Background: an optimization exercise with open tools, aiming at small area, a short achievable clock period and few clock cycles per item. Do not read the settings as production practice.
RTL that was checked went through simulation tests only; none was proved equivalent to the original.
No activity file was given, so power comes from the tool's default toggle rates.

==> v3 <==
==> flow/design.v (excerpt) <==
module quantized_matvec_accumulator (
   input  logic                             clock,
   input  logic                             reset,
   input  logic                             req_valid,
   output logic                             req_ready,
   input  logic signed [15:0]               req_activation,
   input  logic [15:0]                      req_weight_word,
   input  logic signed [15:0]               req_weight_scale,
   output logic                             rsp_valid,
   input  logic                             rsp_ready,
   output logic signed [31:0]               rsp_dot_result,
   output logic [19:0]                      rsp_result_index,
   output logic [12:0]                      rsp_weight_row,
   output logic                             rsp_saturated,
   output logic                             rsp_job_done,
   input  logic                             csr_we,
   input  logic [2:0]                       csr_index,
   input  logic [12:0]                      csr_wdata
);
   logic                          rst_q;
   logic                          valid_int;
   always_ff @(posedge clock)
      rst_q <= reset;
   qmva_pkg::cfg_type             cfg;
   logic                          stride_we, len_written;
   logic                          fire, last;
   logic [1:0]                    elem_lo;
   qmva_csr u_csr (
      .clock     (clock),
      .reset     (rst_q),
      .csr_we    (csr_we),
      .csr_index (csr_index),
      .csr_wdata (csr_wdata),
      .cfg         (cfg),
      .stride_we   (stride_we),
  ...
Settings: LEC_CHECK=0, CAP_MARGIN=20, CORE_MARGIN=2, CORE_UTILIZATION=55, PLACE_DENSITY=0.72, SLEW_MARGIN=20; clock period 11.5 ns.
standard.sh (not shown) runs the stock make flow with config.mk's settings and CLKGATE_MAP_FILE= SYNTH_SCRIPT=/design/flow/synth_recipe.tcl, a recipe that flattens the netlist after the stock synthesis.
==> flow/flow/run.sh <==
#!/bin/bash
# The standard layout (the standard.sh: standard synthesis, then ORFS floorplan to
# finish), with timing repair asked to leave 7.5 ns of setup slack at the 11.5 ns clock,
# so that it sizes and buffers the paths above 4 ns as well. The clock, constraints and
# everything else are the standard flow's.
set -euo pipefail
export SETUP_SLACK_MARGIN=7.5
bash standard.sh finish > standard_flow.log 2>&1
==> inputs of v22, as changes to v3 <==
--- a/flow/flow/run.sh
+++ b/flow/flow/run.sh
@@ -6,3 +6,3 @@
 set -euo pipefail
-export SETUP_SLACK_MARGIN=7.5
+export SETUP_SLACK_MARGIN=7.8
 bash standard.sh finish > standard_flow.log 2>&1
Settings changed: CORE_UTILIZATION 55 to 40, PLACE_DENSITY 0.72 to unset.
==> qor summary <==
Sum of met3 wire segment lengths after detailed routing: v22 4.76 mm; v3 6.25 mm
Startpoint of the most critical register-to-register path: v22 u_dp.bca_ff[0]$_DFFE_PP_; v3 u_dp.bca_ff[1]$_DFFE_PP_
Critical Path AT: v22 4.52 ns; v3 4.43 ns
Fraction of final layout cells sized beyond drive strength 1: v22 12.3%; v3 8.70%
Post-route cell area: v22 31,600 um2; v3 30,500 um2
Seq power: v22 1.90 mW; v3 1.91 mW
Multi-input logic area: v22 17,200 um2; v3 16,700 um2
Routed wire length on met2: v22 33.6 mm; v3 32.2 mm
Fill cell count: v22 6,053; v3 3,869
Rel. slew slack: v22 33.6%; v3 34.8%
Die span in y: v22 263 um; v3 225 um
Post-CTS Setup Inserts: v22 45; v3 30
Run status: v22 finished clean; v3 finished clean
Clk cell area share: v22 4.83%; v3 5.04%
Resized Gates After CTS: v22 156; v3 33
CP max stage delay: v22 0.54 ns; v3 0.56 ns
Clock buffers created by TritonCTS: v22 46; v3 43
Cell Int Power: v22 4.52 mW; v3 4.38 mW
Wire length the detailed router placed on met1: v22 32.2 mm; v3 30.7 mm
Post-detailed-placement cell area: v22 28,600 um2; v3 28,200 um2
No run of this note included a check of the RTL's function; only the layout flow was run.

========
==> build 68 <==
quantized_matvec_accumulator, a different RTL version from the one above (not shown whole).
make LEC_CHECK=0 CAP_MARGIN=20 CORE_MARGIN=2 CORE_UTILIZATION=40 SLEW_MARGIN=20 finish   # period 11.5 ns
run.sh (not shown) runs the stock make flow with config.mk's settings and CLKGATE_MAP_FILE= SYNTH_SCRIPT=/design/flow/synth_recipe.tcl, a recipe that flattens the netlist after the stock synthesis.
Stock flow here: none of the scripts above is used.
==> trial 17: changes against build 68 <==
--- a/flow/design.v
+++ b/flow/design.v
@@ -49,57 +49,53 @@
          clamp8 = 8'hff;
       else if (v[7:0] == 8'd0)
          clamp8 = 8'd0;
       else
          clamp8 = v[7:0] - 8'd1;
    endfunction
+   logic [6:0] we;
+   always_comb
+      for (int i = 0; i < 7; i++)
+         we[i] = csr_we && (csr_index == 3'(i));
    always_ff @(posedge clock) begin
-      if (reset) begin
-         fmt_ff        <= 2'd0;
-         in_len_ff     <= 13'd1;
-         batch_rows_ff <= 9'd1;
-         out_start_ff  <= '0;
-         out_count_ff  <= 13'd1;
-         out_stride_ff <= 13'd1;
-         scales_ff     <= 1'b1;
-         len_we_ff     <= 1'b0;
-      end else begin
-         len_we_ff <= csr_we && (csr_index == 3'd1);
-         if (csr_we) begin
-            case (csr_index)
-               3'd0: fmt_ff        <= csr_wdata[1:0];
-               3'd1: in_len_ff     <= csr_wdata;
-               3'd2: batch_rows_ff <= csr_wdata[8:0];
-               3'd3: out_start_ff  <= csr_wdata[11:0];
-               3'd4: out_count_ff  <= csr_wdata;
-               3'd5: out_stride_ff <= csr_wdata;
-               3'd6: scales_ff     <= csr_wdata[0];
-               default: ;
-            endcase
-         end
-      end
+      len_we_ff <= we[1];
+      if (we[0])      fmt_ff <= csr_wdata[1:0];
+      else if (reset) fmt_ff <= 2'd0;
+      if (we[1])      in_len_ff <= csr_wdata;
+      else if (reset) in_len_ff <= 13'd1;
+      if (we[2])      batch_rows_ff <= csr_wdata[8:0];
+      else if (reset) batch_rows_ff <= 9'd1;
+      if (we[3])      out_start_ff <= csr_wdata[11:0];
+      else if (reset) out_start_ff <= '0;
+      if (we[4])      out_count_ff <= csr_wdata;
+      else if (reset) out_count_ff <= 13'd1;
+      if (we[5])      out_stride_ff <= csr_wdata;
+      else if (reset) out_stride_ff <= 13'd1;
+      if (we[6])      scales_ff <= csr_wdata[0];
+      else if (reset) scales_ff <= 1'b1;
    end
    assign cfg.fmt            = fmt_ff;
    assign cfg.lenm1          = clamp12(in_len_ff);
    assign cfg.nbm1           = clamp8(batch_rows_ff);
    assign cfg.nrm1           = clamp12(out_count_ff);
    assign cfg.out_start      = out_start_ff;
    assign cfg.out_stride     = out_stride_ff;
    assign cfg.scales_present = scales_ff;
-   assign stride_we   = csr_we && (csr_index == 3'd5);
+   assign stride_we   = we[5];
    assign len_written = len_we_ff;
 endmodule
 module qmva_ctrl (
    input  logic                           clock,
    input  logic                           reset,
    input  qmva_pkg::cfg_type              cfg,
    input  logic                           stride_we,
    input  logic                           len_written,
    input  logic                           req_valid,
    output logic                           req_ready,
-   input  logic                           rsp_xfer,
+   input  logic                           rsp_ready,
+   input  logic                           rsp_valid,
    output logic                           fire,
    output logic                           last,
    output logic [1:0]                     elem_lo,
    output logic [qmva_pkg::INDEX_W-1:0]   rsp_result_index,
    output logic [qmva_pkg::WROW_W-1:0]    rsp_weight_row,
    output logic                           rsp_job_done
@@ -107,46 +103,46 @@
    logic [qmva_pkg::LEN_W-1:0]    elem_ff;
    logic [qmva_pkg::NB_W-1:0]     batch_ff;
    logic [qmva_pkg::NR_W-1:0]     row_ff;
    logic [qmva_pkg::INDEX_W-1:0]  idx_ff;
    logic [qmva_pkg::WROW_W-1:0]   wrow_ff;
    logic                          done_ff;
-   logic                          recomp_ff, last_ff, busy_ff, ready_ff, adv_ff;
-   logic batch_last, row_last, recomp_done, len1, next_is_last;
-   logic recomp_n, last_n, busy_n;
+   logic                          recomp_ff, rinit_ff, last_ff, busy_ff, ready_ff, adv_ff;
+   logic batch_last, row_last, recomp_done, len1, next_is_last, rstart;
+   logic recomp_n, last_n, busy_n, ready_n, rsp_xfer;
+   logic last_f, last_nf, busy_nx;
    logic [qmva_pkg::NB_W-1:0]     batch_n;
    logic [qmva_pkg::NR_W-1:0]     row_n;
    logic [qmva_pkg::INDEX_W-1:0]  idx_adv;
    assign batch_last   = (batch_ff >= cfg.nbm1);
    assign row_last     = (row_ff >= cfg.nrm1);
-   assign recomp_done  = (elem_ff[qmva_pkg::NB_W-1:0] == batch_ff);
+   assign recomp_done  = !rinit_ff && (elem_ff[qmva_pkg::NB_W-1:0] == batch_ff);
+   assign rstart       = stride_we && (batch_n != '0);
    assign len1         = (cfg.lenm1 == '0);
    assign next_is_last = (qmva_pkg::LEN_W'(elem_ff + 1'b1) == cfg.lenm1);
    assign req_ready = ready_ff;
-   assign fire      = req_valid && ready_ff;
+   assign fire      = req_valid && ready_ff && !reset;
+   assign rsp_xfer  = rsp_valid && rsp_ready;
    assign last      = len_written ? len1 : last_ff;
    assign elem_lo   = elem_ff[1:0];
    assign rsp_result_index = idx_ff;
    assign rsp_weight_row   = wrow_ff;
    assign rsp_job_done     = done_ff;
    always_comb begin
-      recomp_n = recomp_ff;
-      if (stride_we)
-         recomp_n = 1'b1;
-      else if (recomp_ff && recomp_done)
-         recomp_n = 1'b0;
-      last_n = last;
-      if (recomp_ff)
-         last_n = recomp_done ? len1 : last;
-      else if (fire)
-         last_n = last ? len1 : next_is_last;
-      busy_n = busy_ff;
-      if (fire && last)
-         busy_n = 1'b1;
-      else if (rsp_xfer)
-         busy_n = 1'b0;
+      recomp_n = rstart || (recomp_ff && !recomp_done);
+      last_f  = last ? len1 : next_is_last;
+      last_nf = recomp_ff ? (recomp_done ? len1 : last) : last;
+      last_n  = fire ? last_f : last_nf;
+      busy_nx = busy_ff && !rsp_xfer;
+      busy_n  = (fire && last) || busy_nx;
+      if (fire)
+         ready_n = !(last_f && (last || busy_nx));
+      else
+         ready_n = !rstart && !(recomp_ff && !recomp_done) && !(last_nf && busy_nx);
+   end
+   always_comb begin
       batch_n = batch_ff;
       row_n   = row_ff;
       idx_adv = idx_ff;
       if (adv_ff) begin
          if (batch_last) begin
             batch_n = '0;
@@ -163,38 +159,39 @@
          end
       end
    end
    always_ff @(posedge clock) begin
       if (reset) begin
          recomp_ff <= 1'b0;
+         rinit_ff  <= 1'b0;
          last_ff   <= 1'b1;
          busy_ff   <= 1'b0;
          ready_ff  <= 1'b1;
          adv_ff    <= 1'b0;
       end else begin
          recomp_ff <= recomp_n;
+         rinit_ff  <= rstart;
          last_ff   <= last_n;
          busy_ff   <= busy_n;
-         ready_ff  <= !recomp_n && !(last_n && busy_n);
+         ready_ff  <= ready_n;
          adv_ff    <= rsp_xfer;
       end
    end
    always_ff @(posedge clock) begin
       if (reset) begin
          elem_ff  <= '0;
          batch_ff <= '0;
          row_ff   <= '0;
          idx_ff   <= '0;
       end else begin
          batch_ff <= batch_n;
          row_ff   <= row_n;
-         if (stride_we) begin
-            elem_ff <= '0;
-            idx_ff  <= qmva_pkg::INDEX_W'(row_n);
-         end else if (recomp_ff) begin
-            if (recomp_done) begin
+         if (recomp_ff) begin
+            if (rinit_ff) begin
+               idx_ff <= qmva_pkg::INDEX_W'(row_ff);
+            end else if (recomp_done) begin
                elem_ff <= '0;
             end else begin
                elem_ff <= elem_ff + 1'b1;
                idx_ff  <= idx_ff + qmva_pkg::INDEX_W'(cfg.out_stride);
             end
          end else begin
@@ -216,13 +213,12 @@
    input  logic                           fire,
    input  logic                           last,
    input  logic [1:0]                     elem_lo,
    input  logic signed [15:0]             activation,
    input  logic [15:0]                    weight_word,
    input  logic signed [15:0]             weight_scale,
-   output logic                           rsp_xfer,
    output logic                           rsp_valid,
    input  logic                           rsp_ready,
    output logic signed [31:0]             rsp_dot_result,
    output logic                           rsp_saturated
 );
    localparam int AW = qmva_pkg::ACC_W;
@@ -380,13 +376,12 @@
          h_ff <= t[HW+3:4];
       if (fin_ff)
          sat_ff <= !inrange;
       if (fire && last)
          m_ff <= m_in;
    end
-   assign rsp_xfer         = valid_ff && rsp_ready;
    assign rsp_valid        = valid_ff;
    assign rsp_dot_result   = x_ff[AW-1:12];
    assign rsp_saturated    = sat_ff;
 endmodule
 module qmva_csa (
    input  logic [15:0] a,
@@ -1200,53 +1195,59 @@
    output logic                             rsp_saturated,
    output logic                             rsp_job_done,
    input  logic                             csr_we,
    input  logic [2:0]                       csr_index,
    input  logic [12:0]                      csr_wdata
 );
+   logic                          rst_q;
+   logic                          ready_int, valid_int;
+   always_ff @(posedge clock)
+      rst_q <= reset;
+   assign req_ready = ready_int && !rst_q;
+   assign rsp_valid = valid_int && !rst_q;
    qmva_pkg::cfg_type             cfg;
    logic                          stride_we, len_written;
-   logic                          rsp_xfer, fire, last;
+   logic                          fire, last;
    logic [1:0]                    elem_lo;
    qmva_csr u_csr (
       .clock     (clock),
-      .reset     (reset),
+      .reset     (rst_q),
       .csr_we    (csr_we),
       .csr_index (csr_index),
       .csr_wdata (csr_wdata),
       .cfg         (cfg),
       .stride_we   (stride_we),
       .len_written (len_written)
    );
    qmva_ctrl u_ctrl (
       .clock     (clock),
-      .reset     (reset),
+      .reset     (rst_q),
       .cfg       (cfg),
       .stride_we   (stride_we),
       .len_written (len_written),
       .req_valid (req_valid),
-      .req_ready (req_ready),
-      .rsp_xfer  (rsp_xfer),
+      .req_ready (ready_int),
+      .rsp_ready (rsp_ready),
+      .rsp_valid (valid_int),
       .fire      (fire),
       .last      (last),
       .elem_lo   (elem_lo),
       .rsp_result_index (rsp_result_index),
       .rsp_weight_row   (rsp_weight_row),
       .rsp_job_done     (rsp_job_done)
    );
    qmva_dp u_dp (
       .clock            (clock),
-      .reset            (reset),
+      .reset            (rst_q),
       .cfg              (cfg),
       .fire             (fire),
       .last             (last),
       .elem_lo          (elem_lo),
       .activation       (req_activation),
       .weight_word      (req_weight_word),
       .weight_scale     (req_weight_scale),
-      .rsp_xfer         (rsp_xfer),
-      .rsp_valid        (rsp_valid),
+      .rsp_valid        (valid_int),
       .rsp_ready        (rsp_ready),
       .rsp_dot_result   (rsp_dot_result),
       .rsp_saturated    (rsp_saturated)
    );
 endmodule
==> flow/flow/run.sh (new file) <==
#!/bin/bash
# The standard layout (the standard.sh: standard synthesis, then ORFS floorplan to
# finish), with timing repair asked to leave 8.3 ns of setup slack at the 11.5 ns clock,
# so that it sizes and buffers the paths above 3.2 ns as well. The clock, constraints and
# everything else are the standard flow's.
set -euo pipefail
export SETUP_SLACK_MARGIN=8.3
bash standard.sh finish > standard_flow.log 2>&1
==> flow/standard.sh (new file) <==
#!/bin/bash
# synth_recipe.tcl (not shown) runs the flow's synth.tcl, then flattens the netlist and writes it again
# the make line also repeats each setting of config.mk as NAME=value (left out here)
make -C /OpenROAD-flow-scripts/flow DESIGN_CONFIG=/design/flow/config.mk WORK_HOME=/design/flow/orfs CLKGATE_MAP_FILE= SYNTH_SCRIPT=/design/flow/synth_recipe.tcl "${@:-finish}"
removed: flow/run.sh
==> comparison <==
In sequential power, build 68 and trial 17 hardly differ. In trial 17 the cell count is higher than in build 68, by about 2.1%. Between trial 17 and build 68, the lower total power is in trial 17 (gap 1.7%, measured against build 68). Clock power: trial 17 is larger than build 68 (about 9%). Synthesized area is about the same in trial 17 and build 68. Against trial 17, the utilization of build 68 is lower by 6.1 points. Of trial 17 and build 68, trial 17 has the higher cell area (gap 13%, measured against build 68). Against build 68, the flip-flop and latch count of trial 17 is higher by 2. Of trial 17 and build 68, build 68 has the higher hold slack (gap 0.024 ns). Against trial 17, the combinational power of build 68 is higher by 5.1%. In build 68 the wire length is lower than in trial 17, by about 8%.
==> figures <==
metric                                                   trial 17                build 68
Initial core utilization                                   40.61%                  40.55%
Total die area                                          72000 µm²               72020 µm²
Worst hold path startpoint                          u_dp.last1_ff  u_csr.out_stride_ff[2]
Reg-to-reg critical path startpoint                 u_dp.x_ff[43]   u_csr.out_count_ff[2]
Total clock sinks                                             388                     386
Overall routed net length                                77480 µm                71170 µm
Static leakage power                                     14.76 nW                13.13 nW
Fraction of cell area in non-clock buffers                 9.583%                  4.719%
CP Max Fanout                                                   4                      13
RePlAce Congestion                                         0.8716                  0.8479
Worst hold path cell count                                      1                       2
Core box area                                           68830 µm²               68950 µm²
Final setup margin                                       7.762 ns                6.980 ns
Fraction of area in multi-input gates                      52.74%                  55.67%
R2R setup slack                                           7.81 ns                 6.98 ns
Highest clock rate                                      267.5 MHz               221.2 MHz
Layout cell share with drive strength beyond 1             24.38%                  3.946%
Area overhead of the layout relative to synthesis          26.47%                  11.52%
RSZ-0062 raised after global routing                          yes                      no
Post-layout min period                                   3.738 ns                4.520 ns
Status                                             finished clean          finished clean
Critical path endpoint category                    primary output                register
Clk power                                                 1.56 mW                 1.43 mW
Testbench counts of build 68, summed over its fixed seeds: cycles 27,508, elements 25,630.
Testbench counts of trial 17, summed over its fixed seeds: cycles 27,508, elements 25,630.

-- separate check: timing with driven ports --
The flow's constraints put no driver on any port. The routed layouts listed below were extracted and timed again, unchanged, in two steps.
Step 1: set_driving_cell puts a clkbuf_16 on clock and a buf_2 on each other input, an assumption about the parent block.
Step 2 also shifts input and output timing later by t, the mid clock arrival at the registers, as if the neighbouring blocks saw the same clock.
Slacks: ideal ports / drivers / drivers and shift; pairs: ideal ports / drivers.
run	shift t [ns]	slack for setup (ns)	hold slack, ns	worst slew at a driven data input, ns
v3	0.652	7.530 / 7.480 / 7.001	0.438 / 0.438 / 0.438	0.06
v22	0.637	7.464 / 7.464 / 7.106	0.439 / 0.439 / 0.439	0.05
build 68	0.639	6.980 / 6.980 / 6.589	0.458 / 0.458 / 0.458	0.06
trial 17	0.655	7.762 / 7.697 / 7.430	0.434 / 0.434 / 0.434	0.09
After both steps setup and hold are still met in every run listed. The setup slack of v3, which loses most, moves by -0.050 ns with the drivers and by -0.529 ns with both steps.
